What follows belongs to an exercise in optimizing a design on an open flow for small area, a short achievable clock period and few clock cycles per item; a production flow would make more cautious choices. At most, simulation tests tie the RTL to the original design; equivalence was not proved. The RTL of runs 1, 2, 5 and 6 was laid out without a check of its function. No activity file was given, so power comes from the tool's default toggle rates.

### flow/config.mk
export PLATFORM = sky130hd
export DESIGN_NAME = box_filter_top
export DESIGN_NICKNAME = box_filter_top
export VERILOG_FILES = /design/flow/design.v
export SDC_FILE = /design/flow/constraint.sdc
export NUM_CORES = 4
export LEC_CHECK = 0
export CAP_MARGIN = 20
export CORE_MARGIN = 2
export CORE_UTILIZATION = 40
export CTS_BUF_LIST = sky130_fd_sc_hd__clkbuf_16
export CTS_CLUSTER_DIAMETER = 80
export CTS_CLUSTER_SIZE = 28
export SETUP_SLACK_MARGIN = 2.0
export SLEW_MARGIN = 20
### flow/constraint.sdc
create_clock -name core_clock -period 4.0 [get_ports {clk_i}]
set_input_delay 0.8000 -clock core_clock [delete_from_list [all_inputs] [get_ports {clk_i}]]
set_output_delay 0.8000 -clock core_clock [all_outputs]
set_load 0.01 [all_outputs]
### flow/design.v
package box_pkg;
  localparam int PX_W         = 8;
  localparam int WIN          = 3;
  localparam int LINE_BUFS    = WIN + 1;                 
  localparam int MAX_LINE_LEN = 16;
  localparam int LINE_ADDR_W  = $clog2( MAX_LINE_LEN );
  localparam int BUF_IDX_W    = $clog2( LINE_BUFS );
  localparam int SUM_W        = PX_W + 4;                
  typedef logic [PX_W - 1 : 0] px_t;
  typedef struct packed {
    px_t  tdata;
    logic tvalid;
    logic tlast;                                         
    logic tuser;                                         
  } stream_word_t;
  typedef struct packed {
    px_t [WIN - 1 : 0][WIN - 1 : 0] px;
    logic                           tvalid;
    logic                           tlast;
    logic                           tuser;
  } window_t;
  typedef struct packed {
    logic [SUM_W - 1 : 0] tdata;
    logic                 tvalid;
    logic                 tlast;
    logic                 tuser;
  } sum_word_t;
endpackage
`timescale 1ns/1ps
module box_filter_top
(
  input  logic         clk_i,
  input  logic         rst_i,
  input  box_pkg::stream_word_t video_i,
  output logic         video_ready_o,
  output box_pkg::sum_word_t    sum_o,
  input  logic         sum_ready_i
);
localparam int PW = box_pkg::PX_W;
localparam int SW = box_pkg::SUM_W;
localparam int ML = box_pkg::MAX_LINE_LEN;
localparam int LB = 5;                                   
localparam int PH = PW - LB;                             
localparam int VH = PW + 2 - LB;                         
localparam int WH = PW + 3 - LB;                         
localparam int ZH = SW - LB;                             
logic                   rdy;                             
logic                   stall_o;                         
logic                   go;                              
logic                   a_go;                            
logic                   x_v;
logic [PW - 1 : 0]      x_px;
logic                   x_last;
logic                   x_user;
logic [ML - 1 : 0]      n_oh;                            
logic [1 : 0]           n_row;                           
logic [1 : 0]           row;
logic [ML - 1 : 0]      col;                             
logic [ML - 1 : 0]      col_nx;                          
logic [ML - 1 : 0][PW - 1 : 0] mem_hi;
logic [ML - 1 : 0][PW - 1 : 0] mem_lo;
logic [PW - 1 : 0]      rd_hi;
logic [PW - 1 : 0]      rd_lo;
logic [PW - 1 : 0]      pf_hi;                           
logic [PW - 1 : 0]      pf_lo;
logic [LB + 1 : 0]      v_lo;                            
logic [LB : 0]          w_lo;                            
logic                   a_v;
logic [LB - 1 : 0]      va_l;                            
logic [LB - 1 : 0]      vb_l;                            
logic [LB - 1 : 0]      w_l;                             
logic [1 : 0]           a_cv;                            
logic                   a_cw;                            
logic [PH - 1 : 0]      a_px;
logic [PH - 1 : 0]      a_hi;
logic [PH - 1 : 0]      a_lo;
logic                   a_last;
logic                   a_win;                           
logic                   a_first;                         
logic [LB : 0]          z_lo;                            
logic                   b_v;
logic [VH - 1 : 0]      va_h;
logic [VH - 1 : 0]      vb_h;
logic [WH - 1 : 0]      w_h;
logic [LB - 1 : 0]      b_zl;
logic                   b_cz;
logic                   b_last;
logic                   b_user;
logic [SW - 1 : 0]      b_sum;                           
logic                   o_v;
logic [SW - 1 : 0]      o_sum;
logic                   o_last;
logic                   o_user;
logic                   k_v;
logic [SW - 1 : 0]      k_sum;
logic                   k_last;
logic                   k_user;
logic                   o_free;
assign rdy           = !k_v;
assign video_ready_o = !stall_o;
assign go            = rdy && x_v;
assign a_go          = rdy && a_v;
always_ff @( posedge clk_i, posedge rst_i )
  if( rst_i )
    x_v <= 1'b0;
  else
    if( rdy )
      x_v <= video_i.tvalid;
always_ff @( posedge clk_i )
  if( rdy )
    begin
      x_px   <= video_i.tdata;
      x_last <= video_i.tlast;
      x_user <= video_i.tuser;
    end
assign row    = x_user ? 2'd0 : n_row;
assign col    = x_user ? ML'( 1 ) : n_oh;
assign col_nx = x_last ? ML'( 1 ) : { col[ML - 2 : 0], 1'b0 };
always_ff @( posedge clk_i )
  if( go )
    begin
      n_oh  <= col_nx;
      if( x_last )
        n_row <= ( row == 2'd3 ) ? 2'd3 : row + 1'b1;
      else
        n_row <= row;
    end
always_comb
  begin
    rd_hi = '0;
    rd_lo = '0;
    for( int i = 1; i < ML; i++ )
      begin
        rd_hi = rd_hi | ( mem_hi[i] & {PW{n_oh[i - 1]}} );
        rd_lo = rd_lo | ( mem_lo[i] & {PW{n_oh[i - 1]}} );
      end
    if( x_last )
      begin
        rd_hi = mem_hi[0];
        rd_lo = mem_lo[0];
      end
    else
      if( x_user )
        begin
          rd_hi = mem_hi[1];
          rd_lo = mem_lo[1];
        end
  end
always_ff @( posedge clk_i )
  if( go )
    begin
      pf_hi <= rd_hi;
      pf_lo <= rd_lo;
    end
for( genvar i = 0; i < ML; i++ )
  begin : g_mem
    always_ff @( posedge clk_i )
      if( go && col[i] )
        begin
          mem_hi[i] <= x_px;
          mem_lo[i] <= mem_hi[i];
        end
  end
assign v_lo = ( LB + 2 )'( x_px[LB - 1 : 0] ) + ( LB + 2 )'( pf_hi[LB - 1 : 0] ) +
              ( LB + 2 )'( pf_lo[LB - 1 : 0] );
assign w_lo = ( LB + 1 )'( va_l ) + ( LB + 1 )'( vb_l );
always_ff @( posedge clk_i, posedge rst_i )
  if( rst_i )
    a_v <= 1'b0;
  else
    if( rdy )
      a_v <= x_v;
always_ff @( posedge clk_i )
  if( go )
    begin
      va_l <= v_lo[LB - 1 : 0];
      a_cv <= v_lo[LB + 1 : LB];
      vb_l <= va_l;
      w_l  <= w_lo[LB - 1 : 0];
      a_cw <= w_lo[LB];
      a_px <= x_px[PW - 1 : LB];
      a_hi <= pf_hi[PW - 1 : LB];
      a_lo <= pf_lo[PW - 1 : LB];
    end
always_ff @( posedge clk_i )
  if( rdy )
    begin
      a_last  <= x_last;
      a_win   <= row[1] && !( col[0] || col[1] );
      a_first <= ( row == 2'd2 ) && col[2];
    end
assign z_lo = ( LB + 1 )'( va_l ) + ( LB + 1 )'( w_l );
always_ff @( posedge clk_i, posedge rst_i )
  if( rst_i )
    b_v <= 1'b0;
  else
    if( rdy )
      b_v <= a_v && a_win;
always_ff @( posedge clk_i )
  if( a_go )
    begin
      va_h <= VH'( a_px ) + VH'( a_hi ) + VH'( a_lo ) + VH'( a_cv );
      vb_h <= va_h;
      w_h  <= WH'( va_h ) + WH'( vb_h ) + WH'( a_cw );
      b_zl <= z_lo[LB - 1 : 0];
      b_cz <= z_lo[LB];
    end
always_ff @( posedge clk_i )
  if( rdy )
    begin
      b_last <= a_last;
      b_user <= a_first;
    end
assign b_sum = { ZH'( va_h ) + ZH'( w_h ) + ZH'( b_cz ), b_zl };
assign o_free = !o_v || sum_ready_i;
always_ff @( posedge clk_i, posedge rst_i )
  if( rst_i )
    begin
      o_v     <= 1'b0;
      k_v     <= 1'b0;
      stall_o <= 1'b0;
    end
  else
    begin
      if( o_free )
        o_v <= k_v || b_v;
      k_v     <= !o_free && ( k_v || b_v );
      stall_o <= !sum_ready_i && ( k_v || ( o_v && b_v ) );
    end
always_ff @( posedge clk_i )
  begin
    if( o_free )
      begin
        o_sum  <= k_v ? k_sum  : b_sum;
        o_last <= k_v ? k_last : b_last;
        o_user <= k_v ? k_user : b_user;
      end
    if( rdy )
      begin
        k_sum  <= b_sum;
        k_last <= b_last;
        k_user <= b_user;
      end
  end
assign sum_o = { o_sum, o_v, o_last, o_user };
endmodule
### flow/run.sh
#!/bin/bash
# synth_recipe.tcl (not shown) runs the flow's synth.tcl, then flattens the netlist and writes it again
# the make line also repeats each setting of config.mk as NAME=value (left out here)
make -C /OpenROAD-flow-scripts/flow DESIGN_CONFIG=/design/flow/config.mk WORK_HOME=/design/flow/orfs CLKGATE_MAP_FILE= SYNTH_SCRIPT=/design/flow/synth_recipe.tcl finish
==> results of run 1 <==
## power by group through the flow
| stage | combinational, mW | clock, mW | sequential (mW) |
|---|---|---|---|
| 2_1_floorplan | 0.770 | 0 | 5.11 |
| 3_3_place_gp | 1.05 | 0 | 5.18 |
| 3_5_place_dp | 1.07 | 0 | 5.18 |
| 4_1_cts | 1.21 | 2.17 | 5.04 |
| 5_1_grt | 1.42 | 2.31 | 5.07 |
| 6_report | 1.27 | 2.12 | 5.03 |
## final timing paths
| check | to | cells past startpoint |
|---|---|---|
| worst max-delay path | va_h[2] | 6 |
| worst min-delay path | a_hi[2] | 0 |
| worst max register to register | va_h[2] | 6 |
| worst min register to register | a_hi[2] | 0 |
| max in group asynchronous | k_v | 2 |
| min in group asynchronous | a_v | 2 |
## worst register-to-register path: cells and delay by family (launching register included)
family | cells | cell delay, ns
flip-flops | 1 | 0.42
buffers and inverters | 2 | 0.07
adder cells (fa/ha/maj) | 4 | 1.74
## timing repair
item / 4_1_cts / 5_1_grt
cloned: 1 / 16
endpoints found under the setup margin: 359 / 289
buffers inserted: 61 / 11
gates resized for setup: 82 / 35
pin swaps: 6 / 23
## sequential cells by signal, indices dropped and copies added, names as in the netlist, 3 cells and up
name	count
a_hi	3
a_lo	3
a_px	3
b_zl	5
k_sum	12
mem_hi	128
mem_lo	128
n_oh	16
o_sum	12
pf_hi	8
pf_lo	8
va_h	5
va_l	5
vb_h	5
vb_l	5
w_h	6
w_l	5
x_px	8
## Yosys cell counts (2+ instances only)
| cell type | n | share of area |
|---|---|---|
| sky130_fd_sc_hd__a21o_1 | 11 | 0.0056 |
| sky130_fd_sc_hd__a21oi_1 | 30 | 0.010 |
| sky130_fd_sc_hd__a22oi_1 | 112 | 0.057 |
| sky130_fd_sc_hd__and2_1 | 29 | 0.012 |
| sky130_fd_sc_hd__buf_2 | 28 | 0.0095 |
| sky130_fd_sc_hd__buf_4 | 4 | 0.0020 |
| sky130_fd_sc_hd__buf_6 | 3 | 0.0023 |
| sky130_fd_sc_hd__clkbuf_1 | 9 | 0.0023 |
| sky130_fd_sc_hd__dfrtp_1 | 6 | 0.010 |
| sky130_fd_sc_hd__dfxtp_1 | 14 | 0.019 |
| sky130_fd_sc_hd__edfxtp_1 | 368 | 0.75 |
| sky130_fd_sc_hd__fa_1 | 17 | 0.023 |
| sky130_fd_sc_hd__ha_1 | 27 | 0.023 |
| sky130_fd_sc_hd__inv_1 | 34 | 0.0086 |
| sky130_fd_sc_hd__inv_2 | 3 | 0.00076 |
| sky130_fd_sc_hd__mux2_1 | 6 | 0.0046 |
| sky130_fd_sc_hd__mux2_2 | 4 | 0.0030 |
| sky130_fd_sc_hd__nand2_1 | 59 | 0.015 |
| sky130_fd_sc_hd__nand4_1 | 16 | 0.0068 |
| sky130_fd_sc_hd__nor2_1 | 9 | 0.0023 |
| sky130_fd_sc_hd__nor2b_1 | 4 | 0.0017 |
| sky130_fd_sc_hd__nor3_1 | 2 | 0.00068 |
| sky130_fd_sc_hd__nor4b_1 | 2 | 0.0012 |
| sky130_fd_sc_hd__o21a_1 | 3 | 0.0015 |
| sky130_fd_sc_hd__o21ai_0 | 6 | 0.0020 |
| sky130_fd_sc_hd__o21ai_1 | 17 | 0.0057 |
| sky130_fd_sc_hd__o31a_1 | 2 | 0.0012 |
| sky130_fd_sc_hd__o32ai_1 | 16 | 0.0095 |
| sky130_fd_sc_hd__xnor2_1 | 14 | 0.0083 |
## cell type report
class,count,area (µm²),share of cell area
Timing Repair Buffer,110,1060,0.0617
Timing Repair inverter,2,12.5,0.000730
Tap cell,468,586,0.0342
Sequential cell,388,11500,0.670
Clock buffer,19,475,0.0278
Inverter,37,145,0.00847
Multi-Input combinational cell,413,3320,0.194
Clock inverter,8,60.1,0.00351
## through the flow
stage	setup slack (ns)	instance area, µm²	instances	util
6_report	1.56	17100	1445	0.469
5_1_grt	1.48	17100	1445	0.469
4_1_cts	1.56	16800	1418	0.460
3_5_place_dp	1.48	15600	1329	0.426
3_3_place_gp	1.50	15500	1329	0.426
2_1_floorplan	1.64	14800	868	-
## routing by layer
layer | vias to the layer above | wire, µm
met2 | 431 | 16300
met1 | 4123 | 14500
met3 | 61 | 3080
met5 | - | 0
met4 | 0 | 1030
li1 | 3563 | -
## placed cells by master (no fill, tap or decap), types with 3 or more instances in the layout
cell type / n
sky130_fd_sc_hd__edfxtp_1: 368
sky130_fd_sc_hd__a22oi_1: 110
sky130_fd_sc_hd__buf_4: 65
sky130_fd_sc_hd__nand2_1: 58
sky130_fd_sc_hd__inv_1: 34
sky130_fd_sc_hd__and2_4: 29
sky130_fd_sc_hd__a21oi_1: 26
sky130_fd_sc_hd__ha_1: 23
sky130_fd_sc_hd__clkbuf_16: 19
sky130_fd_sc_hd__o21ai_1: 17
sky130_fd_sc_hd__nand4_1: 16
sky130_fd_sc_hd__xnor2_1: 14
sky130_fd_sc_hd__and2_1: 14
sky130_fd_sc_hd__dfxtp_1: 14
sky130_fd_sc_hd__clkdlybuf4s50_1: 13
sky130_fd_sc_hd__clkdlybuf4s15_1: 13
sky130_fd_sc_hd__buf_12: 13
sky130_fd_sc_hd__o32ai_2: 12
sky130_fd_sc_hd__fa_1: 12
sky130_fd_sc_hd__a21o_1: 11
sky130_fd_sc_hd__nor2_1: 9
sky130_fd_sc_hd__o21ai_0: 6
sky130_fd_sc_hd__mux2_1: 6
sky130_fd_sc_hd__dfrtp_1: 6
sky130_fd_sc_hd__inv_2: 5
sky130_fd_sc_hd__fa_2: 5
sky130_fd_sc_hd__a21oi_2: 4
sky130_fd_sc_hd__mux2_2: 4
sky130_fd_sc_hd__nor2b_1: 3
sky130_fd_sc_hd__o21a_1: 3
sky130_fd_sc_hd__o32ai_1: 3
sky130_fd_sc_hd__clkinvlp_4: 3
sky130_fd_sc_hd__buf_6: 3
## cells by family after synthesis
family,share of synthesized area
adders and majority gates,0.0457
and+or+nand+nor,0.0428
AOI/OAI and AO/OA,0.0948
muxes,0.00760
buffers and inverters,0.0257
xor gates and xnor gates,0.00886
DFF,0.775
==> summary.md, run 1 <==
| Metric | Value |
|---|---|
| Critical Path Source | a_cv[1] |
| Site Rows | 70 |
| Routed wire length | 35.0 mm |
| Post-detail-place hpwl | 20.7 mm |
| Met2 demand-to-capacity share in global routing | 0.264 |
| Final Hold Violating Endpoints | 0 |
| Total number of clock tree sinks | 388 |
| Initial antenna violation count | 0 |
| Number of nets in the layout | 1,028 |
| Least-Margin Pin Slew | 0.889 ns |
| CTS tree | built |
| Min Hold Slack | 0.428 ns |
| Required time of the worst setup path | 4.30 ns |
| RSZ-0062 raised after global routing | yes |
| Fraction of registers with async set or reset after synthesis | 0.0155 |
| Number of different library cells in the post-synthesis netlist | 42 |
| Share of total power in combinational logic | 0.151 |
| Synth Register Bits | 388 |
| Source-to-sink clock delay at the later pin of the worst-skew pair | 0.54 ns |
| Placeable core area | 0.0365 mm² |
| Global routing usage on met3 | 0.0306 |
| Largest net degree at the start of global routing | 30 |
| Fillers | 3,097 |
| Via density per instance | 5.66 |
| Sum Neg Setup Slack | 0 ns |
| Maximum clock rate | 409 MHz |
| Layout cells sized above 1 | 0.183 |
| Pins Over Slew Limit | 0 |
| Maximum net fanout on the critical path | 2 |
| Total clock buffers created by CTS | 18 |
| Global Route Usage Sum | 0.174 |
| Sequential share of the synthesized area | 0.775 |
| Die H | 197 µm |
| Wire length of the first global-routing pass | 49.6 mm |
| Number of inserted diodes | 0 |
| Remaining max-slew budget at the tightest pin | 0.407 |
| Final estimated routing congestion in global placement | 0.876 |
| Outcome | no timing/DRC/antenna violations |
| Count of buffering cells on the critical path with inverters included | 2 |
| Final routed DRC violation total | 0 |
| Kind of cell adding the most delay to the critical path | adder cells |
| Setup crit start kind | register |
| Reported net switching power | 2.05 mW |
| Instance count of the mapped netlist | 868 |
| Clock-pin slew on the worst setup and hold paths | 0.10 ns |
| Final period demand of the worst path | 2.44 ns |
| Flop2flop setup slack | 1.56 ns |
| Leak Pwr | 5.97 nW |
| Final-report setup violation count | 0 |
| Relative contribution of sequential cells to total power | 0.597 |
| Average wire length per cell after detail routing | 24.2 µm |
| Initial cell density of the core | 0.406 |
| Power per cell area | 492 mW/mm² |
| Total grt overflow | 0 |
| Synth-to-Final Area Change | 15.6% |
| P_int | 6.37 mW |
| Arrival time of data at the critical path endpoint | 2.74 ns |
| Root Buffer Master | sky130_fd_sc_hd__clkbuf_16 |
| Number of global-route vias before repair | 7,810 |
| Worst VDD drop | 0.344 mV |
| Number of port buffers | 29 |
| Number of nets produced by synthesis | 926 |
| Net switching share of the total power | 0.244 |
| Number of primary I/O pins | 30 |
| Grt met1 use | 0.258 |
| Most frequent CP cell | sky130_fd_sc_hd__fa_1 |
| Most Used Layer, Global Route | met2 |
| Category of the worst setup path capture point | register |
| Largest stage delay, worst path | 0.53 ns |
| Pre-antenna DRT Iters | 5 |
| Post-cts hold buffer count | 0 |
| Crit path kind | reg2reg |
| Power, Total | 8.43 mW |
| Crit Reg-Reg Startpoint | a_cv[1] |
| Post-synth EDFFs | 368 |
| Synth Warn # | 1 |
| Max-cap violations | 0 |
| Final worst-path cycle share | 0.611 |
| Type of the tightest min-delay check | reg2reg |
| Die area | 0.0386 mm² |
| Maximum clock insertion buffer count | 3 |
| Clock skew | 0.0353 ns |
| Number of levels in the clock H-tree | 1 |
| Hold path startpoint | pf_hi[7] |
| Iter 0 DRT Violations | 871 |
| Post-Syn Area | 0.0148 mm² |
| CP cell instances | fa_1, fa_1, ha_2, inv_2, fa_2, inv_1 |
| Top_reg_cell synth | sky130_fd_sc_hd__edfxtp_1 |
| Average footprint of a synthesized cell | 17.1 µm² |
| Via count | 8,178 |
| Horiz. Die Dim | 197 µm |
| Clock network fraction of design power | 0.252 |
| DRT antenna net count | 0 |
| Worst-path cell with the longest stage delay | sky130_fd_sc_hd__fa_1 |
==> inputs of run 2 (changes only) <==
--- a/flow/design.v
+++ b/flow/design.v
@@ -72,7 +72,6 @@
 logic [1 : 0]           a_cv;                            
 logic                   a_cw;                            
-logic [PH - 1 : 0]      a_px;
-logic [PH - 1 : 0]      a_hi;
-logic [PH - 1 : 0]      a_lo;
+logic [VH - 1 : 0]      v_hi;                            
+logic [VH - 1 : 0]      a_vh;
 logic                   a_last;
 logic                   a_win;                           
@@ -165,4 +164,5 @@
               ( LB + 2 )'( pf_lo[LB - 1 : 0] );
 assign w_lo = ( LB + 1 )'( va_l ) + ( LB + 1 )'( vb_l );
+assign v_hi = VH'( x_px[PW - 1 : LB] ) + VH'( pf_hi[PW - 1 : LB] ) + VH'( pf_lo[PW - 1 : LB] );
 always_ff @( posedge clk_i, posedge rst_i )
   if( rst_i )
@@ -179,7 +179,5 @@
       w_l  <= w_lo[LB - 1 : 0];
       a_cw <= w_lo[LB];
-      a_px <= x_px[PW - 1 : LB];
-      a_hi <= pf_hi[PW - 1 : LB];
-      a_lo <= pf_lo[PW - 1 : LB];
+      a_vh <= v_hi;
     end
 always_ff @( posedge clk_i )
@@ -200,5 +198,5 @@
   if( a_go )
     begin
-      va_h <= VH'( a_px ) + VH'( a_hi ) + VH'( a_lo ) + VH'( a_cv );
+      va_h <= a_vh + VH'( a_cv );
       vb_h <= va_h;
       w_h  <= WH'( va_h ) + WH'( vb_h ) + WH'( a_cw );
==> run 2 against run 1 <==
Net effect:
- still clean
- non-clock buffer count is 3 lower
- worst setup slack better by 0.25 ns
- count of clock-buffer cells in the layout is 1 higher
- area after synthesis shrank 0.43%
- register-to-register slack improved by 0.25 ns
- utilization is 0.22 points lower
- clock skew is 0.0049 ns higher
- synthesized cell count increased by 1.3%
- worst hold slack better by 0.012 ns
- first-iteration DRC count up 30%
- design area fell by 0.72%
- clock power grew 5%
- critical path type unchanged
- largest power group unchanged
==> summary.md, run 2 <==
| Metric | Value |
|---|---|
| Via count | 8,120 |
| Global Route Usage Sum | 0.180 |
| Final core utilization | 0.467 |
| Worst setup margin | 1.80 ns |
| Min Hold Slack | 0.440 ns |
| Sequential share of the synthesized area | 0.770 |
| Top-count cell post-synth | sky130_fd_sc_hd__edfxtp_1 |
| Synth Warn # | 1 |
| Post-synth EDFFs | 364 |
| Registers with the most flip-flops | mem_hi: 128 flops, mem_lo: 128 flops, n_oh: 16 flops |
| Synth-to-Final Area Change | 15.3% |
| Post-synthesis cell type with the largest combined area | sky130_fd_sc_hd__edfxtp_1 |
| Worst slack after detailed placement | 1.51 ns |
| Source-to-sink clock delay at the later pin of the worst-skew pair | 0.54 ns |
| Number of different library cells in the post-synthesis netlist | 41 |
| Clock-pin slew on the worst setup and hold paths | 0.10 ns |
| Biggest area contributors in the synthesized netlist | sky130_fd_sc_hd__edfxtp_1 (74%), sky130_fd_sc_hd__a22oi_1 (5.7%), sky130_fd_sc_hd__fa_1 (2.3%) |
| Final routed DRC violation total | 0 |
| Crit path kind | reg2reg |
| Least-Margin Pin Slew | 0.742 ns |
| RSZ-0062 raised after global routing | yes |
| Post-Layout Cell Count | 1,454 |
| FF-to-FF path depth | 9 |
| Max-cap violations | 0 |
| Kind of cell adding the most delay to the critical path | adder cells |
| Number of nets in the layout | 1,030 |
| Most frequent cells after synthesis | sky130_fd_sc_hd__edfxtp_1 (364), sky130_fd_sc_hd__a22oi_1 (112), sky130_fd_sc_hd__nand2_1 (61) |
| Initial antenna violation count | 1 |
| Number of primary I/O pins | 30 |
| Final estimated routing congestion in global placement | 0.918 |
| Via density per instance | 5.58 |
| CTS tree | built |
| Fillers | 3,108 |
| Post-Syn Area | 0.0148 mm² |
| Largest net degree at the start of global routing | 40 |
| Maximum net fanout on the critical path | 2 |
| Layout cells sized above 1 | 0.176 |
| Required time of the worst setup path | 4.27 ns |
| Count of placed standard cells including taps | 1,348 |
| Iter 0 DRT Violations | 1,131 |
| Fraction of registers with async set or reset after synthesis | 0.0156 |
| Worst hold path depth | 0 |
| Total grt overflow | 0 |
| Die H | 196 µm |
| Synth Register Bits | 384 |
| Category of the worst setup path capture point | register |
| Number of global-route vias before repair | 7,958 |
| Average footprint of a synthesized cell | 16.8 µm² |
| Site Rows | 70 |
| Outcome | no timing/DRC/antenna violations |
| Maximum clock rate | 455 MHz |
| Clock skew | 0.0401 ns |
| Power per cell area | 490 mW/mm² |
| Number of levels in the clock H-tree | 1 |
| Number of inserted diodes | 0 |
| Die area | 0.0385 mm² |
| Most frequent standard cell in the layout excluding fill and tap cells | sky130_fd_sc_hd__edfxtp_1 |
| Setup crit start kind | register |
| Sum Neg Setup Slack | 0 ns |
| DRT antenna net count | 0 |
| Number of port buffers | 29 |
| Share of Yosys cell area claimed by the top area cell type | 0.741 |
| Maximum clock insertion buffer count | 3 |
| Worst VDD drop | 0.252 mV |
| Final-report setup violation count | 0 |
| Final Hold Violating Endpoints | 0 |
| Root Buffer Master | sky130_fd_sc_hd__clkbuf_16 |
| Average wire length per cell after detail routing | 24.0 µm |
| Horiz. Die Dim | 196 µm |
| Worst-path cell with the longest stage delay | sky130_fd_sc_hd__fa_1 |
| Post-detail-place hpwl | 22.4 mm |
| Count of buffering cells on the critical path with inverters included | 3 |
| Total number of clock tree sinks | 384 |
| Final period demand of the worst path | 2.20 ns |
| Largest stage delay, worst path | 0.48 ns |
| Total clock buffers created by CTS | 19 |
| Instance count of the mapped netlist | 879 |
| Wire length of the first global-routing pass | 51.0 mm |
| Pre-antenna DRT Iters | 5 |
| Number of nets produced by synthesis | 936 |
| Placeable core area | 0.0364 mm² |
| Remaining max-slew budget at the tightest pin | 0.506 |
| Type of the tightest min-delay check | reg2reg |
| CP cell instances | buf_12, fa_1, ha_2, inv_2, fa_2, inv_1, a21o_1, a21oi_1, xnor2_1 |
| Top_reg_cell synth | sky130_fd_sc_hd__edfxtp_1 |
| Routed wire length | 34.9 mm |
| Final worst-path cycle share | 0.549 |
| Pins Over Slew Limit | 0 |
| Commonest non-fill, non-tap cells in the layout | sky130_fd_sc_hd__edfxtp_1 (364), sky130_fd_sc_hd__a22oi_1 (111), sky130_fd_sc_hd__buf_4 (63), sky130_fd_sc_hd__nand2_1 (60), sky130_fd_sc_hd__inv_1 (44) |
| Post-cts hold buffer count | 0 |
| Leak Pwr | 5.98 nW |
| Initial cell density of the core | 0.405 |
| Arrival time of data at the critical path endpoint | 2.47 ns |
| Stages on the worst setup path | 9 |
-- run 2: cell count changes after synthesis, sizes merged --
cell	delta
clkbuf	+1
buf	-1
a21oi	+1
inv	+9
ha	-1
xnor2	+2
nand2	+2
nor2b	+1
edfxtp	-4
a21o	-1
xor2	+1
nor2	+1
-- run 2: stage by stage --
step | total power [mW] | instance area (µm²)
floorplan | 5.72 | 14800
global placement | 6.08 | 15600
detailed placement | 6.12 | 15600
CTS | 8.35 | 16800
global route | 8.69 | 17000
finish | 8.33 | 17000
-- run 2: cell families (layout without fill, tap and decap cells) --
family / count (synthesis) / count (layout) / synth area share
DFF: 384 / 384 / 0.770
AOI/OAI and AO/OA: 202 / 202 / 0.0950
and+or+nand+nor: 131 / 141 / 0.0442
buffers and inverters: 91 / 188 / 0.0276
adders and majority gates: 43 / 43 / 0.0451
xor gates and xnor gates: 18 / 18 / 0.0107
muxes: 10 / 10 / 0.00763
-- run 2: worst paths after layout --
check	start	slack, ns	endpoint
worst max-delay path	x_px[1]	1.80	a_cv[0]
worst max register to register	x_px[1]	1.80	a_cv[0]
worst min-delay path	a_last	0.44	b_last
min in group asynchronous	rst_i	0.47	k_v
worst min register to register	a_last	0.44	b_last
max in group asynchronous	rst_i	3.29	stall_o
-- run 2: layout make-up --
| type | instances | area [µm²] | share of cell area |
|---|---|---|---|
| inverter | 46 | 176 | 0.0104 |
| multi-input combinational | 414 | 3250 | 0.191 |
| clock inverter | 14 | 113 | 0.00662 |
| tap | 468 | 586 | 0.0344 |
| timing repair buffer | 107 | 1020 | 0.0599 |
| timing repair inverter | 1 | 7.51 | 0.000441 |
| sequential | 384 | 11400 | 0.668 |
| clock buffer | 20 | 500 | 0.0294 |
-- run 2: routing by layer --
layer | track usage | up-vias | share of wire
met2 | 0.284 | 408 | 0.46
met5 | 0 | - | 0
met4 | 0.0497 | 0 | 0.030
met1 | 0.252 | 4078 | 0.41
li1 | - | 3578 | -
met3 | 0.0426 | 56 | 0.098
-- run 2: timing repair --
item / in CTS / in global routing
pin swaps: 4 / 16
endpoints found under the setup margin: 347 / 280
setup buffers: 54 / 7
gates cloned: 1 / 10
gates resized for setup: 74 / 34
hold endpoints to repair: 0 / 0
-- run 2: where the power goes --
group / switching (mW) / leakage, nW / internal (mW)
clock: 1.26 / 0.322 / 0.955
combinational: 0.627 / 2.02 / 0.539
sequential: 0.139 / 3.64 / 4.81
total: 2.03 / 5.98 / 6.30
==> inputs of run 3 (changes only) <==
--- a/flow/design.v
+++ b/flow/design.v
@@ -40,5 +40,5 @@
 localparam int SW = box_pkg::SUM_W;
 localparam int ML = box_pkg::MAX_LINE_LEN;
-localparam int LB = 5;                                   
+localparam int LB = 4;                                   
 localparam int PH = PW - LB;                             
 localparam int VH = PW + 2 - LB;                         
--- a/flow/config.mk
+++ b/flow/config.mk
@@ -12,4 +12,4 @@
 export CTS_CLUSTER_DIAMETER = 80
 export CTS_CLUSTER_SIZE = 28
-export SETUP_SLACK_MARGIN = 2.0
+export SETUP_SLACK_MARGIN = 2.15
 export SLEW_MARGIN = 20
==> run 3 against run 2 <==
Net effect:
- still clean on timing, DRC and antenna
- utilization is essentially flat
- sequential cell count is the same
- die area grew 0.69%
- worst setup slack gained 0.11 ns
- design area grew 0.46%
- global-route usage grew 0.22 points
- total power is essentially flat
- worst hold slack lost 0.0067 ns
- via count grew 2.4%
- first-iteration DRC count shrank 17%
- clock skew shrank 0.019 ns
- count of clock-buffer cells in the layout shrank 1
- largest cell class unchanged
- largest power group unchanged
==> summary.md, run 3 <==
| Metric | Value |
|---|---|
| Top_reg_cell synth | sky130_fd_sc_hd__edfxtp_1 |
| Maximum clock insertion buffer count | 3 |
| Category of the worst setup path capture point | register |
| Required time of the worst setup path | 4.25 ns |
| Total number of clock tree sinks | 384 |
| Biggest area contributors in the synthesized netlist | sky130_fd_sc_hd__edfxtp_1 (74%), sky130_fd_sc_hd__a22oi_1 (5.7%), sky130_fd_sc_hd__fa_1 (2.3%) |
| RSZ-0062 raised after global routing | yes |
| Instance count of the mapped netlist | 890 |
| Average wire length per cell after detail routing | 24.6 µm |
| Count of placed standard cells including taps | 1,353 |
| Total clock buffers created by CTS | 18 |
| Detailed route wirelength on metal3 | 3.79 mm |
| Number of port buffers | 29 |
| Setup crit start kind | register |
| Initial antenna violation count | 0 |
| Max-cap violations | 0 |
| Number of nets in the layout | 1,025 |
| Final routed DRC violation total | 0 |
| Type of the tightest min-delay check | reg2reg |
| Via count | 8,312 |
| Horiz. Die Dim | 197 µm |
| Top Metal Used | met4 |
| Die H | 197 µm |
| Worst-path cell with the longest stage delay | sky130_fd_sc_hd__edfxtp_1 |
| Number of nets produced by synthesis | 947 |
| Final worst-path cycle share | 0.521 |
| DRT antenna net count | 0 |
| Synth Warn # | 1 |
| Total grt overflow | 0 |
| Source-to-sink clock delay at the later pin of the worst-skew pair | 0.53 ns |
| Global Route Usage Sum | 0.182 |
| Largest stage delay, worst path | 0.43 ns |
| CTS tree | built |
| Die area | 0.0387 mm² |
| Post-Syn Area | 0.0149 mm² |
| CP cell instances | inv_2, fa_2, inv_2, fa_2, a211oi_2, o21bai_2, nand4b_1, o311ai_2 |
| Final estimated routing congestion in global placement | 0.944 |
| Maximum clock rate | 480 MHz |
| Post-detail-place hpwl | 22.3 mm |
| Least-Margin Pin Slew | 0.734 ns |
| Routed wl met2 | 16.2 mm |
| Top-count cell post-synth | sky130_fd_sc_hd__edfxtp_1 |
| Remaining max-slew budget at the tightest pin | 0.511 |
| Worst VDD drop | 0.275 mV |
| Most frequent cells after synthesis | sky130_fd_sc_hd__edfxtp_1 (364), sky130_fd_sc_hd__a22oi_1 (112), sky130_fd_sc_hd__nand2_1 (57) |
| Commonest non-fill, non-tap cells in the layout | sky130_fd_sc_hd__edfxtp_1 (364), sky130_fd_sc_hd__a22oi_1 (99), sky130_fd_sc_hd__nand2_1 (56), sky130_fd_sc_hd__buf_4 (53), sky130_fd_sc_hd__inv_1 (35) |
| Power, Total | 8.34 mW |
| Site Rows | 70 |
| Share of Yosys cell area claimed by the top area cell type | 0.735 |
| Root Buffer Master | sky130_fd_sc_hd__clkbuf_16 |
| Pins Over Slew Limit | 0 |
| Min Hold Slack | 0.434 ns |
| Number of global-route vias before repair | 8,133 |
| Routed wire length | 35.5 mm |
| Wire length of the first global-routing pass | 52.2 mm |
| Final-report setup violation count | 0 |
| Fraction of registers with async set or reset after synthesis | 0.0156 |
| Sum Neg Setup Slack | 0 ns |
| Routed met1 length | 14.6 mm |
| Synth Register Bits | 384 |
| Post-Layout Cell Count | 1,442 |
| Kind of cell adding the most delay to the critical path | adder cells |
| Most frequent standard cell in the layout excluding fill and tap cells | sky130_fd_sc_hd__edfxtp_1 |
| Leak Pwr | 5.89 nW |
| Power per cell area | 488 mW/mm² |
| Number of primary I/O pins | 30 |
| Sequential share of the synthesized area | 0.764 |
| Registers with the most flip-flops | mem_hi: 128 flops, mem_lo: 128 flops, n_oh: 16 flops |
| Via density per instance | 5.76 |
| Number of inserted diodes | 0 |
| Outcome | no timing/DRC/antenna violations |
| Final Hold Violating Endpoints | 0 |
| Average footprint of a synthesized cell | 16.7 µm² |
| Maximum net fanout on the critical path | 2 |
| Post-synth EDFFs | 364 |
| Arrival time of data at the critical path endpoint | 2.34 ns |
| Crit path kind | reg2reg |
| Clock-pin slew on the worst setup and hold paths | 0.11 ns |
| Placeable core area | 0.0366 mm² |
| Layout cells sized above 1 | 0.206 |
| Pre-antenna DRT Iters | 5 |
| Post-synthesis cell type with the largest combined area | sky130_fd_sc_hd__edfxtp_1 |
| Iter 0 DRT Violations | 941 |
| Largest net degree at the start of global routing | 40 |
| Post-cts hold buffer count | 0 |
| Number of different library cells in the post-synthesis netlist | 46 |
| Count of buffering cells on the critical path with inverters included | 2 |
| Final period demand of the worst path | 2.08 ns |
| Synth-to-Final Area Change | 15.0% |
| Initial cell density of the core | 0.406 |
| Clock skew | 0.0216 ns |
| Number of levels in the clock H-tree | 1 |
==> run 3: kinds of logic after synthesis <==
| group | count (synthesis) | share of synthesized area |
|---|---|---|
| XOR/XNOR | 16 | 0.00943 |
| adder cells (fa/ha/maj) | 43 | 0.0448 |
| flip-flops | 384 | 0.764 |
| AO/OA/AOI/OAI | 208 | 0.0980 |
| AND/OR/NAND/NOR | 143 | 0.0497 |
| buffers and inverters | 88 | 0.0278 |
| multiplexers | 8 | 0.00606 |
==> run 3: final timing paths <==
| path | startpoint | to | slack [ns] | cells past startpoint |
|---|---|---|---|---|
| max | va_h[0] | o_sum[10] | 1.92 | 8 |
| min | a_first | b_user | 0.43 | 0 |
| max reg2reg | va_h[0] | o_sum[10] | 1.92 | 8 |
| min reg2reg | a_first | b_user | 0.43 | 0 |
| max in group asynchronous | rst_i | o_v | 3.30 | 2 |
| min in group asynchronous | rst_i | a_v | 0.49 | 2 |
==> run 3: layer usage <==
layer	GRT usage	vias up
li1	-	3590
met1	0.256	4188
met2	0.285	475
met3	0.0527	59
met4	0.0384	0
met5	0	-
==> run 3: final cells by class <==
cell class              instances  area (µm²)
well taps                     468         586
clock inverters                 7        56.3
clock buffers                  19         475
fillers                      3124       19500
inverters                      43         170
repair inverters                1        7.51
flip-flops and latches        384       11400
multi-input cells             418        3440
repair buffers                102         988
==> run 3: repair_timing <==
| item | 4_1_cts | 5_1_grt |
|---|---|---|
| setup endpoints to repair | 379 | 82 |
| resized for setup | 125 | 36 |
| buffers inserted | 57 | 4 |
| pin swaps | 20 | 23 |
| gates cloned | 1 | 1 |
==> run 3: through the flow <==
| step | setup slack (ns) | util | instance area (µm²) |
|---|---|---|---|
| after floorplan | 1.95 | - | 14900 |
| after global placement | 1.51 | 0.427 | 15600 |
| after detailed placement | 1.38 | 0.427 | 15600 |
| after CTS | 1.90 | 0.460 | 16800 |
| after global routing | 1.82 | 0.467 | 17100 |
| final | 1.92 | 0.467 | 17100 |
==> run 3: worst register-to-register path, cell delays in order, from the launching register on <==
cell	delay [ns]
sky130_fd_sc_hd__edfxtp_1	0.43
sky130_fd_sc_hd__inv_2	0.09
sky130_fd_sc_hd__fa_2	0.23
sky130_fd_sc_hd__inv_2	0.05
sky130_fd_sc_hd__fa_2	0.37
sky130_fd_sc_hd__a211oi_2	0.26
sky130_fd_sc_hd__o21bai_2	0.12
sky130_fd_sc_hd__nand4b_1	0.14
sky130_fd_sc_hd__o311ai_2	0.14
==> run 3: report_power, final <==
group	leakage, nW	internal, mW	switching, mW
combinational	1.98	0.607	0.697
sequential	3.64	4.80	0.137
clock	0.273	0.886	1.22
total	5.89	6.29	2.05
Testbench counts of run 3, summed over its fixed seeds: cycles 6,626, items 4,512.
==> inputs of run 4 (changes only) <==
--- a/flow/config.mk
+++ b/flow/config.mk
@@ -12,4 +12,4 @@
 export CTS_CLUSTER_DIAMETER = 80
 export CTS_CLUSTER_SIZE = 28
-export SETUP_SLACK_MARGIN = 2.15
+export SETUP_SLACK_MARGIN = 2.0
 export SLEW_MARGIN = 20
==> run 4 against run 3 <==
Net effect:
- total power fell by 1.5%
- sequential power hardly changed
- synthesized cell count unchanged
- routed wire length shrank 5.4%
- register-to-register slack improved by 0.06 ns
- combinational power is 8% lower
- count of clock-buffer cells in the layout shrank 1
- sequential cell count stayed put
- critical path type unchanged
- highest routed layer unchanged
==> summary.md, run 4 <==
| Metric | Value |
|---|---|
| Synth-to-Final Area Change | 13.3% |
| Post-Synth Simple-Gate Area | 0.0497 |
| RSZ-0062 raised after global routing | yes |
| Root Buffer Master | sky130_fd_sc_hd__clkbuf_16 |
| Final period demand of the worst path | 2.03 ns |
| Top-count cell post-synth | sky130_fd_sc_hd__edfxtp_1 |
| Post-cts hold buffer count | 0 |
| Final estimated routing congestion in global placement | 0.839 |
| Leak Pwr | 5.83 nW |
| Pins Over Slew Limit | 0 |
| Flop2flop setup slack | 1.97 ns |
| Pre-antenna DRT Iters | 5 |
| WHS Endpoint | b_user |
| Arrival time of data at the critical path endpoint | 2.28 ns |
| Biggest area contributors in the synthesized netlist | sky130_fd_sc_hd__edfxtp_1 (74%), sky130_fd_sc_hd__a22oi_1 (5.7%), sky130_fd_sc_hd__fa_1 (2.3%) |
| Share of Yosys cell area claimed by the top area cell type | 0.735 |
| Count of placed standard cells including taps | 1,355 |
| Hold path startpoint | a_first |
| Site Rows | 70 |
| Least-Margin Pin Slew | 0.818 ns |
| Fraction of the mapped netlist area in adder cells | 0.0448 |
| Synth Register Bits | 384 |
| Worst VDD drop | 0.308 mV |
| Sequential share of the synthesized area | 0.764 |
| Registers with the most flip-flops | mem_hi: 128 flops, mem_lo: 128 flops, n_oh: 16 flops |
| Worst slack after detailed placement | 1.41 ns |
| Critical register-to-register path endpoint | o_sum[10] |
| FF-to-FF path depth | 8 |
| Global Route Usage Sum | 0.175 |
| Power per cell area | 488 mW/mm² |
| Clock network fraction of design power | 0.255 |
| Crit Reg-Reg Startpoint | va_h[0] |
| Via count | 7,969 |
| Remaining max-slew budget at the tightest pin | 0.453 |
| Number of port buffers | 29 |
| Total clock buffers created by CTS | 18 |
| Post-Syn Area | 0.0149 mm² |
| Most frequent cells after synthesis | sky130_fd_sc_hd__edfxtp_1 (364), sky130_fd_sc_hd__a22oi_1 (112), sky130_fd_sc_hd__nand2_1 (57) |
| Total grt overflow | 0 |
| Number of levels in the clock H-tree | 1 |
| Post-synthesis cell type with the largest combined area | sky130_fd_sc_hd__edfxtp_1 |
| Required time of the worst setup path | 4.25 ns |
| Number of nets in the layout | 1,028 |
| Reported net switching power | 2.02 mW |
| Iter 0 DRT Violations | 878 |
| DRT antenna net count | 0 |
| Via density per instance | 5.51 |
| Maximum net fanout on the critical path | 3 |
| Xor/xnor share of the synthesized area | 0.00943 |
| Instance count of the mapped netlist | 890 |
| Final worst-path cycle share | 0.506 |
| Setup crit start kind | register |
| Post-detail-place hpwl | 19.4 mm |
| Area fraction in compound gates after synthesis | 0.0980 |
| Final core utilization | 0.460 |
| Most frequent standard cell in the layout excluding fill and tap cells | sky130_fd_sc_hd__edfxtp_1 |
| Source-to-sink clock delay at the later pin of the worst-skew pair | 0.55 ns |
| Type of the tightest min-delay check | reg2reg |
| Total number of clock tree sinks | 384 |
| Max-cap violations | 0 |
| Clock-pin slew on the worst setup and hold paths | 0.10 ns |
| Maximum clock rate | 494 MHz |
| CTS tree | built |
| Final Hold Violating Endpoints | 0 |
| Maximum clock insertion buffer count | 3 |
| Outcome | no timing/DRC/antenna violations |
| Layout cells sized above 1 | 0.156 |
| Relative contribution of sequential cells to total power | 0.599 |
| Min Hold Slack | 0.431 ns |
| Largest family of logic cells by synthesized area | compound AO/OA/AOI/OAI gates |
| Final routed DRC violation total | 0 |
| Category of the worst setup path capture point | register |
| Share of cell area taken by muxes after synthesis | 0.00606 |
| Net switching share of the total power | 0.246 |
| Horiz. Die Dim | 197 µm |
| Average footprint of a synthesized cell | 16.7 µm² |
| Top_reg_cell synth | sky130_fd_sc_hd__edfxtp_1 |
| Number of inserted diodes | 0 |
| Wire length of the first global-routing pass | 50.3 mm |
| Post-Layout Cell Count | 1,445 |
| Placeable core area | 0.0366 mm² |
| Post-synth EDFFs | 364 |
| Crit path kind | reg2reg |
| Number of different library cells in the post-synthesis netlist | 46 |
| Average wire length per cell after detail routing | 23.2 µm |
| Worst setup margin | 1.97 ns |
| Share of total power in combinational logic | 0.146 |
| Final-report setup violation count | 0 |
| Commonest non-fill, non-tap cells in the layout | sky130_fd_sc_hd__edfxtp_1 (364), sky130_fd_sc_hd__a22oi_1 (112), sky130_fd_sc_hd__buf_4 (66), sky130_fd_sc_hd__nand2_1 (56), sky130_fd_sc_hd__inv_1 (38) |
| Fraction of registers with async set or reset after synthesis | 0.0156 |
| Number of nets produced by synthesis | 947 |
| Routed wire length | 33.6 mm |
| P_int | 6.20 mW |
| Initial cell density of the core | 0.406 |
| Number of global-route vias before repair | 8,000 |
| Sum Neg Setup Slack | 0 ns |
| Die H | 197 µm |
| Worst hold path depth | 0 |
| Initial antenna violation count | 0 |
| Largest net degree at the start of global routing | 56 |
| Die area | 0.0387 mm² |
| Number of primary I/O pins | 30 |
| Synth Warn # | 1 |
| Clock skew | 0.0445 ns |
run 4: cell counts after synthesis:
No cell type changed its count.
run 4: how the worst max path moves through the flow:
stage	to	slack [ns]	startpoint
after floorplan	mem_hi[10]	1.96	k_v
after global placement	mem_lo[95]	1.53	k_v
after detailed placement	mem_hi[95]	1.41	k_v
after CTS	mem_lo[108]	1.94	k_v
after global routing	o_sum[10]	1.85	va_h[0]
final	o_sum[10]	1.97	va_h[0]
run 4: what timing repair did:
item / in CTS / in global routing
pin swaps: 0 / 12
buffers inserted: 58 / 6
setup endpoints to repair: 296 / 193
gates resized for setup: 45 / 33
run 4: area by class of cell:
class / count / area, µm²
flip-flops and latches: 384 / 11400
repair buffers: 106 / 991
well taps: 468 / 586
fillers: 3183 / 19800
clock inverters: 8 / 72.6
clock buffers: 18 / 450
inverters: 43 / 165
multi-input cells: 418 / 3220
run 4: metal layers:
metal	global-route usage	wire [µm]	up-vias
met1	0.248	15000	4070
li1	-	-	3591
met5	0	0	-
met2	0.278	15500	260
met3	0.0361	2300	48
met4	0.0409	779	0
run 4: metrics by stage:
stage	area [µm²]	power [mW]
floorplan	14900	5.73
global route	16800	8.58
detailed placement	15600	6.12
global placement	15600	6.09
CTS	16700	8.22
finish	16800	8.22
run 4: cell families (layout without fill, tap and decap cells):
kind of cell	count (synthesis)	count (layout)
mux	8	8
flops	384	384
buf+inv	88	175
compound gates	208	208
fa+ha+maj	43	43
xor+xnor	16	16
simple gates	143	143
run 4: power groups by stage:
stage | combinational [mW] | clock, mW | sequential (mW)
floorplan | 0.709 | 0 | 5.02
global placement | 0.996 | 0 | 5.10
detailed placement | 1.02 | 0 | 5.10
CTS | 1.15 | 2.14 | 4.93
global route | 1.35 | 2.27 | 4.96
finish | 1.20 | 2.10 | 4.93
run 4: critical path, stage by stage (launching register included):
cell and delay, ns:
sky130_fd_sc_hd__edfxtp_1 0.41, sky130_fd_sc_hd__inv_2 0.10, sky130_fd_sc_hd__fa_2 0.21, sky130_fd_sc_hd__inv_2 0.04, sky130_fd_sc_hd__fa_2 0.36, sky130_fd_sc_hd__a211oi_2 0.26
sky130_fd_sc_hd__o21bai_1 0.12, sky130_fd_sc_hd__nand4b_1 0.13, sky130_fd_sc_hd__o311ai_2 0.12
==> inputs of run 5 (changes only) <==
--- a/flow/design.v
+++ b/flow/design.v
@@ -53,9 +53,10 @@
 logic                   x_last;
 logic                   x_user;
+logic [ML / 2 - 1 : 0]  n_jc;                            
+logic [ML / 2 - 1 : 0]  jc_nx;
 logic [ML - 1 : 0]      n_oh;                            
 logic [1 : 0]           n_row;                           
 logic [1 : 0]           row;
 logic [ML - 1 : 0]      col;                             
-logic [ML - 1 : 0]      col_nx;                          
 logic [ML - 1 : 0][PW - 1 : 0] mem_hi;
 logic [ML - 1 : 0][PW - 1 : 0] mem_lo;
@@ -113,11 +114,23 @@
       x_user <= video_i.tuser;
     end
+for( genvar k = 0; k < ML; k++ )
+  begin : g_dec
+    if( k == 0 )
+      assign n_oh[k] = !n_jc[ML / 2 - 1] && !n_jc[0];
+    else if( k < ML / 2 )
+      assign n_oh[k] = n_jc[k - 1] && !n_jc[k];
+    else if( k == ML / 2 )
+      assign n_oh[k] = n_jc[ML / 2 - 1] && n_jc[0];
+    else
+      assign n_oh[k] = !n_jc[k - ML / 2 - 1] && n_jc[k - ML / 2];
+  end
 assign row    = x_user ? 2'd0 : n_row;
 assign col    = x_user ? ML'( 1 ) : n_oh;
-assign col_nx = x_last ? ML'( 1 ) : { col[ML - 2 : 0], 1'b0 };
+assign jc_nx  = x_last ? '0 :
+                x_user ? ( ML / 2 )'( 1 ) : { n_jc[ML / 2 - 2 : 0], !n_jc[ML / 2 - 1] };
 always_ff @( posedge clk_i )
   if( go )
     begin
-      n_oh  <= col_nx;
+      n_jc  <= jc_nx;
       if( x_last )
         n_row <= ( row == 2'd3 ) ? 2'd3 : row + 1'b1;
==> run 5 against run 4 <==
Net effect:
- worst hold slack worse by 0.0013 ns
- first-iteration DRC count is 13% higher
- design area is 5.5% higher
- sequential power is 2% lower
- total power is 0.15% higher
- via count is 6.4% higher
- non-clock buffer count is 42 higher
- maximum frequency is 5.7% lower
- die area is 0.13% lower
- count of clock-buffer cells in the layout is 1 lower
- sequential share of layout area is 4.9 points lower
- combinational power is 15% higher
- largest cell class unchanged
- largest power group unchanged
==> summary.md, run 5 <==
| Metric | Value |
|---|---|
| Outcome | no timing/DRC/antenna violations |
| Least-Margin Pin Slew | 0.767 ns |
| Final Hold Violating Endpoints | 0 |
| CTS tree | built |
| Relative contribution of sequential cells to total power | 0.587 |
| RSZ-0062 raised after global routing | yes |
| DRT antenna net count | 0 |
| Arrival time of data at the critical path endpoint | 2.43 ns |
| Synth Warn # | 1 |
| Via density per instance | 5.70 |
| Cell area after placement | 0.0158 mm² |
| Clock network fraction of design power | 0.246 |
| Registers with the most flip-flops | mem_hi: 128 flops, mem_lo: 128 flops |
| Total number of clock tree sinks | 376 |
| Min Hold Slack | 0.429 ns |
| Flop2flop setup slack | 1.85 ns |
| Number of levels in the clock H-tree | 1 |
| Number of nets in the layout | 1,070 |
| Number of different library cells in the post-synthesis netlist | 61 |
| Reported net switching power | 2.03 mW |
| Final period demand of the worst path | 2.15 ns |
| Share of Yosys cell area claimed by the top area cell type | 0.720 |
| Top-count cell post-synth | sky130_fd_sc_hd__edfxtp_1 |
| Average footprint of a synthesized cell | 16.7 µm² |
| Average wire length per cell after detail routing | 23.8 µm |
| Max-cap violations | 0 |
| Via count | 8,479 |
| Power per cell area | 463 mW/mm² |
| Worst VDD drop | 0.334 mV |
| Biggest area contributors in the synthesized netlist | sky130_fd_sc_hd__edfxtp_1 (72%), sky130_fd_sc_hd__a22oi_1 (2.9%), sky130_fd_sc_hd__fa_1 (2.3%) |
| Final-report setup violation count | 0 |
| Layout cells sized above 1 | 0.257 |
| Number of primary I/O pins | 30 |
| Wire length of the first global-routing pass | 52.4 mm |
| Final routed DRC violation total | 0 |
| Die H | 197 µm |
| Clock skew | 0.0325 ns |
| Worst-path cell with the longest stage delay | sky130_fd_sc_hd__edfxtp_1 |
| Final estimated routing congestion in global placement | 0.869 |
| Maximum net fanout on the critical path | 13 |
| Horiz. Die Dim | 197 µm |
| Number of inserted diodes | 0 |
| Fraction of registers with async set or reset after synthesis | 0.0160 |
| Final worst-path cycle share | 0.537 |
| Net switching share of the total power | 0.247 |
| CP cell instances | buf_4, buf_8, a22o_1, a221oi_2, nand4_1, a22o_1 |
| Most frequent standard cell in the layout excluding fill and tap cells | sky130_fd_sc_hd__edfxtp_1 |
| Iter 0 DRT Violations | 989 |
| Required time of the worst setup path | 4.28 ns |
| Placeable core area | 0.0366 mm² |
| Number of nets produced by synthesis | 947 |
| Routed wire length | 35.4 mm |
| Initial antenna violation count | 0 |
| Die area | 0.0387 mm² |
| Global Route Usage Sum | 0.181 |
| Source-to-sink clock delay at the later pin of the worst-skew pair | 0.54 ns |
| Leak Pwr | 6.18 nW |
| Pins Over Slew Limit | 0 |
| Largest net degree at the start of global routing | 41 |
| Synth-to-Final Area Change | 19.7% |
| Clock-pin slew on the worst setup and hold paths | 0.10 ns |
| Number of global-route vias before repair | 8,285 |
| Category of the worst setup path capture point | register |
| Maximum clock rate | 466 MHz |
| Post-synth EDFFs | 356 |
| Initial cell density of the core | 0.405 |
| Synth Register Bits | 376 |
| Share of total power in combinational logic | 0.168 |
| Type of the tightest min-delay check | reg2reg |
| Setup crit start kind | register |
| Maximum clock insertion buffer count | 3 |
| Most frequent CP cell | sky130_fd_sc_hd__a22o_1 |
| Top_reg_cell synth | sky130_fd_sc_hd__edfxtp_1 |
| Most frequent cells after synthesis | sky130_fd_sc_hd__edfxtp_1 (356), sky130_fd_sc_hd__a22oi_1 (57), sky130_fd_sc_hd__inv_1 (53) |
| Sum Neg Setup Slack | 0 ns |
| P_int | 6.20 mW |
| Number of port buffers | 29 |
| Crit path kind | reg2reg |
| Worst slack after detailed placement | 1.37 ns |
| Commonest non-fill, non-tap cells in the layout | sky130_fd_sc_hd__edfxtp_1 (356), sky130_fd_sc_hd__buf_4 (83), sky130_fd_sc_hd__inv_1 (50), sky130_fd_sc_hd__a22oi_1 (44), sky130_fd_sc_hd__ha_1 (24) |
| Pre-antenna DRT Iters | 5 |
| Site Rows | 70 |
| Power, Total | 8.23 mW |
| Post-synthesis cell type with the largest combined area | sky130_fd_sc_hd__edfxtp_1 |
| Total grt overflow | 0 |
| Remaining max-slew budget at the tightest pin | 0.489 |
| Total clock buffers created by CTS | 17 |
| Worst setup margin | 1.85 ns |
| Sequential share of the synthesized area | 0.749 |
| Post-cts hold buffer count | 0 |
| Root Buffer Master | sky130_fd_sc_hd__clkbuf_16 |
| Largest stage delay, worst path | 0.48 ns |
| Post-detail-place hpwl | 22.1 mm |
| Post-route design area | 0.0178 mm² |
| Instance count of the mapped netlist | 890 |
| Post-Syn Area | 0.0148 mm² |
run 5: cell types whose count changed after synthesis, moves of 14 or more:
cell	delta
sky130_fd_sc_hd__a22oi_1	-55
sky130_fd_sc_hd__nor2_1	+14
sky130_fd_sc_hd__nor3_1	+17
sky130_fd_sc_hd__nor2b_1	+14
sky130_fd_sc_hd__a221oi_1	+28
sky130_fd_sc_hd__nand2_1	-36
sky130_fd_sc_hd__a22o_1	+18
sky130_fd_sc_hd__and2_1	-27
sky130_fd_sc_hd__buf_2	-15
run 5: worst max-delay path, delay by kind of cell (launching register included):
| family | cells | cell delay, ns |
|---|---|---|
| AO/OA/AOI/OAI | 3 | 0.82 |
| flip-flops | 1 | 0.48 |
| buffers and inverters | 2 | 0.35 |
| AND/OR/NAND/NOR | 1 | 0.24 |
run 5: logic make-up after synthesis:
kind of cell,share of synthesized area
simple gates,0.0413
buf+inv,0.0331
compound gates,0.113
fa+ha+maj,0.0448
mux,0.00818
flops,0.749
xor+xnor,0.0100
run 5: final cells by class:
| cell class | instances | area [µm²] |
|---|---|---|
| clock inverters | 8 | 66.3 |
| fillers | 3050 | 18800 |
| well taps | 468 | 586 |
| multi-input cells | 410 | 3890 |
| clock buffers | 17 | 425 |
| flip-flops and latches | 376 | 11100 |
| inverters | 60 | 249 |
| repair buffers | 148 | 1430 |
run 5: worst paths after layout:
| path | from | to | depth (start not counted) |
|---|---|---|---|
| max in group asynchronous | rst_i | x_v | 2 |
| hold / removal | a_last | b_last | 0 |
| setup reg to reg | n_jc[4] | pf_lo[2] | 6 |
| hold reg to reg | a_last | b_last | 0 |
| setup / recovery | n_jc[4] | pf_lo[2] | 6 |
| min in group asynchronous | rst_i | b_v | 2 |
run 5: power groups by stage:
stage	sequential, mW	combinational (mW)	clock [mW]
floorplan	4.92	0.774	0
global placement	4.94	1.10	0
detailed placement	4.95	1.13	0
CTS	4.83	1.29	2.07
global route	4.87	1.53	2.18
finish	4.83	1.38	2.02
run 5: what timing repair did:
| action | in CTS | in global routing |
|---|---|---|
| pin swaps | 53 | 42 |
| buffers inserted | 74 | 24 |
| cloned | 0 | 1 |
| endpoints found under the setup margin | 302 | 113 |
| resized for setup | 111 | 70 |
run 5: per-stage QoR:
stage | instances | util
global placement | 1363 | 0.431
finish | 1487 | 0.485
CTS | 1462 | 0.472
detailed placement | 1363 | 0.431
global route | 1487 | 0.485
floorplan | 890 | -
run 5: layer usage:
layer / track usage / share of wire
met5: 0 / 0
met3: 0.0313 / 0.077
met2: 0.288 / 0.47
met1: 0.261 / 0.43
met4: 0.0426 / 0.024
==> inputs of run 6 (changes only) <==
--- a/flow/design.v
+++ b/flow/design.v
@@ -44,5 +44,6 @@
 localparam int VH = PW + 2 - LB;                         
 localparam int WH = PW + 3 - LB;                         
-localparam int ZH = SW - LB;                             
+localparam int ZL = LB + 1;                              
+localparam int ZH = SW - ZL;                             
 logic                   rdy;                             
 logic                   stall_o;                         
@@ -53,10 +54,9 @@
 logic                   x_last;
 logic                   x_user;
-logic [ML / 2 - 1 : 0]  n_jc;                            
-logic [ML / 2 - 1 : 0]  jc_nx;
 logic [ML - 1 : 0]      n_oh;                            
 logic [1 : 0]           n_row;                           
 logic [1 : 0]           row;
 logic [ML - 1 : 0]      col;                             
+logic [ML - 1 : 0]      col_nx;                          
 logic [ML - 1 : 0][PW - 1 : 0] mem_hi;
 logic [ML - 1 : 0][PW - 1 : 0] mem_lo;
@@ -78,10 +78,14 @@
 logic                   a_win;                           
 logic                   a_first;                         
-logic [LB : 0]          z_lo;                            
+logic [VH - 1 : 0]      va_hn;                           
+logic [WH - 1 : 0]      w_hn;                            
+logic [WH : 0]          w_c;
+logic [ZH : 0]          z_c;
+logic [ZL : 0]          z_lo;                            
 logic                   b_v;
 logic [VH - 1 : 0]      va_h;
 logic [VH - 1 : 0]      vb_h;
 logic [WH - 1 : 0]      w_h;
-logic [LB - 1 : 0]      b_zl;
+logic [ZL - 1 : 0]      b_zl;
 logic                   b_cz;
 logic                   b_last;
@@ -114,23 +118,11 @@
       x_user <= video_i.tuser;
     end
-for( genvar k = 0; k < ML; k++ )
-  begin : g_dec
-    if( k == 0 )
-      assign n_oh[k] = !n_jc[ML / 2 - 1] && !n_jc[0];
-    else if( k < ML / 2 )
-      assign n_oh[k] = n_jc[k - 1] && !n_jc[k];
-    else if( k == ML / 2 )
-      assign n_oh[k] = n_jc[ML / 2 - 1] && n_jc[0];
-    else
-      assign n_oh[k] = !n_jc[k - ML / 2 - 1] && n_jc[k - ML / 2];
-  end
 assign row    = x_user ? 2'd0 : n_row;
 assign col    = x_user ? ML'( 1 ) : n_oh;
-assign jc_nx  = x_last ? '0 :
-                x_user ? ( ML / 2 )'( 1 ) : { n_jc[ML / 2 - 2 : 0], !n_jc[ML / 2 - 1] };
+assign col_nx = x_last ? ML'( 1 ) : { col[ML - 2 : 0], 1'b0 };
 always_ff @( posedge clk_i )
   if( go )
     begin
-      n_jc  <= jc_nx;
+      n_oh  <= col_nx;
       if( x_last )
         n_row <= ( row == 2'd3 ) ? 2'd3 : row + 1'b1;
@@ -201,5 +193,9 @@
       a_first <= ( row == 2'd2 ) && col[2];
     end
-assign z_lo = ( LB + 1 )'( va_l ) + ( LB + 1 )'( w_l );
+assign va_hn = a_vh + VH'( a_cv );
+assign w_c   = ( WH + 1 )'( { va_h, a_cw } ) + ( WH + 1 )'( { vb_h, a_cw } );
+assign w_hn  = w_c[WH : 1];
+assign z_c   = ( ZH + 1 )'( { va_h[VH - 1 : 1], b_cz } ) + ( ZH + 1 )'( { w_h[WH - 1 : 1], b_cz } );
+assign z_lo  = ( ZL + 1 )'( { va_hn[0], va_l } ) + ( ZL + 1 )'( { w_hn[0], w_l } );
 always_ff @( posedge clk_i, posedge rst_i )
   if( rst_i )
@@ -211,9 +207,9 @@
   if( a_go )
     begin
-      va_h <= a_vh + VH'( a_cv );
+      va_h <= va_hn;
       vb_h <= va_h;
-      w_h  <= WH'( va_h ) + WH'( vb_h ) + WH'( a_cw );
-      b_zl <= z_lo[LB - 1 : 0];
-      b_cz <= z_lo[LB];
+      w_h  <= w_hn;
+      b_zl <= z_lo[ZL - 1 : 0];
+      b_cz <= z_lo[ZL];
     end
 always_ff @( posedge clk_i )
@@ -223,5 +219,5 @@
       b_user <= a_first;
     end
-assign b_sum = { ZH'( va_h ) + ZH'( w_h ) + ZH'( b_cz ), b_zl };
+assign b_sum = { z_c[ZH : 1], b_zl };
 assign o_free = !o_v || sum_ready_i;
 always_ff @( posedge clk_i, posedge rst_i )
==> run 6 against run 5 <==
Net effect:
- still clean
- sequential power is 2% higher
- clock skew down 0.0042 ns
- worst hold slack gained 0.0022 ns
- critical path depth down 1
- maximum frequency rose by 7.0%
- non-clock buffer count is 56 lower
- total power is 0.24% lower
- area after synthesis is 0.10% lower
- die area about the same
- count of clock-buffer cells in the layout rose by 1
- critical path type unchanged
- largest cell class unchanged
==> summary.md, run 6 <==
| Metric | Value |
|---|---|
| Setup crit start kind | register |
| Root Buffer Master | sky130_fd_sc_hd__clkbuf_16 |
| Initial antenna violation count | 0 |
| Number of primary I/O pins | 30 |
| Global Route Usage Sum | 0.172 |
| Count of placed standard cells including taps | 1,350 |
| Leak Pwr | 5.77 nW |
| Horiz. Die Dim | 197 µm |
| Type of the tightest min-delay check | reg2reg |
| Final worst-path cycle share | 0.502 |
| Final Hold Violating Endpoints | 0 |
| Largest net degree at the start of global routing | 40 |
| Synth Register Bits | 384 |
| Post-Layout Cell Count | 1,433 |
| Registers with the most flip-flops | mem_hi: 128 flops, mem_lo: 128 flops, n_oh: 16 flops |
| Top_reg_cell synth | sky130_fd_sc_hd__edfxtp_1 |
| Number of nets in the layout | 1,016 |
| Number of different library cells in the post-synthesis netlist | 44 |
| Iter 0 DRT Violations | 896 |
| Required time of the worst setup path | 4.27 ns |
| Pins Over Slew Limit | 0 |
| Clock skew | 0.0283 ns |
| Synth Warn # | 1 |
| Outcome | no timing/DRC/antenna violations |
| Final estimated routing congestion in global placement | 0.869 |
| Least-Margin Pin Slew | 0.955 ns |
| Flop2flop setup slack | 1.99 ns |
| Synth-to-Final Area Change | 12.8% |
| Number of nets produced by synthesis | 948 |
| Source-to-sink clock delay at the later pin of the worst-skew pair | 0.55 ns |
| Maximum clock rate | 498 MHz |
| Pre-antenna DRT Iters | 5 |
| Wire length of the first global-routing pass | 49.5 mm |
| Clock-pin slew on the worst setup and hold paths | 0.11 ns |
| Biggest area contributors in the synthesized netlist | sky130_fd_sc_hd__edfxtp_1 (74%), sky130_fd_sc_hd__a22oi_1 (5.7%), sky130_fd_sc_hd__ha_1 (2.4%) |
| Worst hold path depth | 0 |
| Number of levels in the clock H-tree | 1 |
| Initial cell density of the core | 0.406 |
| Top-count cell post-synth | sky130_fd_sc_hd__edfxtp_1 |
| Post-Syn Area | 0.0148 mm² |
| Total grt overflow | 0 |
| Final period demand of the worst path | 2.01 ns |
| Most frequent cells after synthesis | sky130_fd_sc_hd__edfxtp_1 (364), sky130_fd_sc_hd__a22oi_1 (112), sky130_fd_sc_hd__nand2_1 (60) |
| Routed wire length | 32.8 mm |
| Die H | 197 µm |
| Crit Reg-Reg Startpoint | n_oh[3] |
| FF-to-FF path depth | 5 |
| Average wire length per cell after detail routing | 22.9 µm |
| Sum Neg Setup Slack | 0 ns |
| Number of global-route vias before repair | 8,030 |
| CTS tree | built |
| Hold path startpoint | a_first |
| Die area | 0.0386 mm² |
| Fraction of registers with async set or reset after synthesis | 0.0156 |
| Total number of clock tree sinks | 384 |
| Share of Yosys cell area claimed by the top area cell type | 0.737 |
| Maximum clock insertion buffer count | 3 |
| Number of port buffers | 29 |
| Final routed DRC violation total | 0 |
| Via count | 7,998 |
| Post-detail-place hpwl | 20.5 mm |
| Post-synthesis cell type with the largest combined area | sky130_fd_sc_hd__edfxtp_1 |
| Number of inserted diodes | 0 |
| Site Rows | 70 |
| Maximum net fanout on the critical path | 16 |
| Max-cap violations | 0 |
| Final-report setup violation count | 0 |
| Arrival time of data at the critical path endpoint | 2.27 ns |
| Category of the worst setup path capture point | register |
| Placeable core area | 0.0365 mm² |
| Crit path kind | reg2reg |
| Sequential share of the synthesized area | 0.766 |
| Critical Path Source | n_oh[3] |
| Layout cells sized above 1 | 0.143 |
| Power per cell area | 491 mW/mm² |
| Average footprint of a synthesized cell | 16.6 µm² |
| Critical register-to-register path endpoint | pf_hi[0] |
| Remaining max-slew budget at the tightest pin | 0.361 |
| Via density per instance | 5.58 |
| Instance count of the mapped netlist | 891 |
| Worst VDD drop | 0.320 mV |
| Post-synth EDFFs | 364 |
| Total clock buffers created by CTS | 18 |
| Most frequent standard cell in the layout excluding fill and tap cells | sky130_fd_sc_hd__edfxtp_1 |
| RSZ-0062 raised after global routing | yes |
| DRT antenna net count | 0 |
| Commonest non-fill, non-tap cells in the layout | sky130_fd_sc_hd__edfxtp_1 (364), sky130_fd_sc_hd__a22oi_1 (111), sky130_fd_sc_hd__nand2_1 (59), sky130_fd_sc_hd__buf_4 (51), sky130_fd_sc_hd__inv_1 (38) |
| WHS Endpoint | b_user |
run 6: changes by cell type after synthesis, sizes merged, moves of 13 or more:
cell,delta
nor2b,-18
a22o,-18
nand2,+39
o32ai,+13
a221oi,-34
inv,-21
a22oi,+54
and2,+27
nor3,-19
run 6: how the worst max path moves through the flow:
stage,to,slack (ns)
final,pf_hi[0],1.99
after global routing,o_sum[11],1.92
after CTS,video_ready_o,2.00
after detailed placement,mem_lo[103],1.23
after global placement,mem_hi[103],1.33
after floorplan,a_cv[0],1.93
run 6: stage by stage:
stage	hold slack (ns)	setup slack [ns]	area, µm²	total power [mW]	util
4_1_cts	0.431	2.00	16700	8.25	0.457
3_3_place_gp	0.402	1.33	15600	6.11	0.426
6_report	0.432	1.99	16700	8.21	0.458
5_1_grt	0.439	1.92	16700	8.55	0.458
3_5_place_dp	0.405	1.23	15600	6.14	0.426
2_1_floorplan	0.400	1.93	14900	5.76	-
run 6: metal layers:
metal	GRT usage	vias to the layer above	routed length (µm)
met5	0	-	0
met4	0.0379	0	642
met3	0.0406	48	3040
met2	0.275	365	15100
met1	0.241	4015	14000
li1	-	3570	-
run 6: critical path: stages (launching register included):
cell and delay [ns]:
sky130_fd_sc_hd__edfxtp_1 0.44, sky130_fd_sc_hd__buf_12 0.18, sky130_fd_sc_hd__a22oi_1 0.26, sky130_fd_sc_hd__nand4_1 0.16, sky130_fd_sc_hd__o32ai_1 0.53, sky130_fd_sc_hd__o21ai_0 0.17
run 6: repair_timing:
action | CTS | global route
hold buffers | 0 | 0
setup endpoints to repair | 356 | 18
cloned | 1 | 0
buffers inserted | 54 | 2
pin swaps | 0 | 3
resized for setup | 50 | 14
run 6: cell families after synthesis:
logic type / count (synthesis) / share of synthesized area
buffers and inverters: 84 / 0.0246
adder cells (fa/ha/maj): 43 / 0.0439
flip-flops: 384 / 0.766
multiplexers: 9 / 0.00683
AND/OR/NAND/NOR: 140 / 0.0477
XOR/XNOR: 18 / 0.0106
AO/OA/AOI/OAI: 213 / 0.100
run 6: cell type report:
class / instances / area, µm²
timing repair buffer: 92 / 885
inverter: 39 / 155
fill: 3124 / 19800
timing repair inverter: 1 / 5.00
tap: 468 / 586
clock inverter: 8 / 75.1
sequential: 384 / 11400
multi-input combinational: 423 / 3210
clock buffer: 18 / 450
run 6: power by group:
part | switching (mW) | internal (mW)
sequential | 0.137 | 4.80
clock | 1.24 | 0.852
combinational | 0.634 | 0.546
total | 2.01 | 6.20

Re-timed with assumed drivers on the ports (clkbuf_16 on the clock, buf_2 on other inputs), run 6 has 1.994 ns of setup slack against 1.994 ns with ideal ports, and 1.702 ns once port delays also move by the mid clock arrival of 0.581 ns.
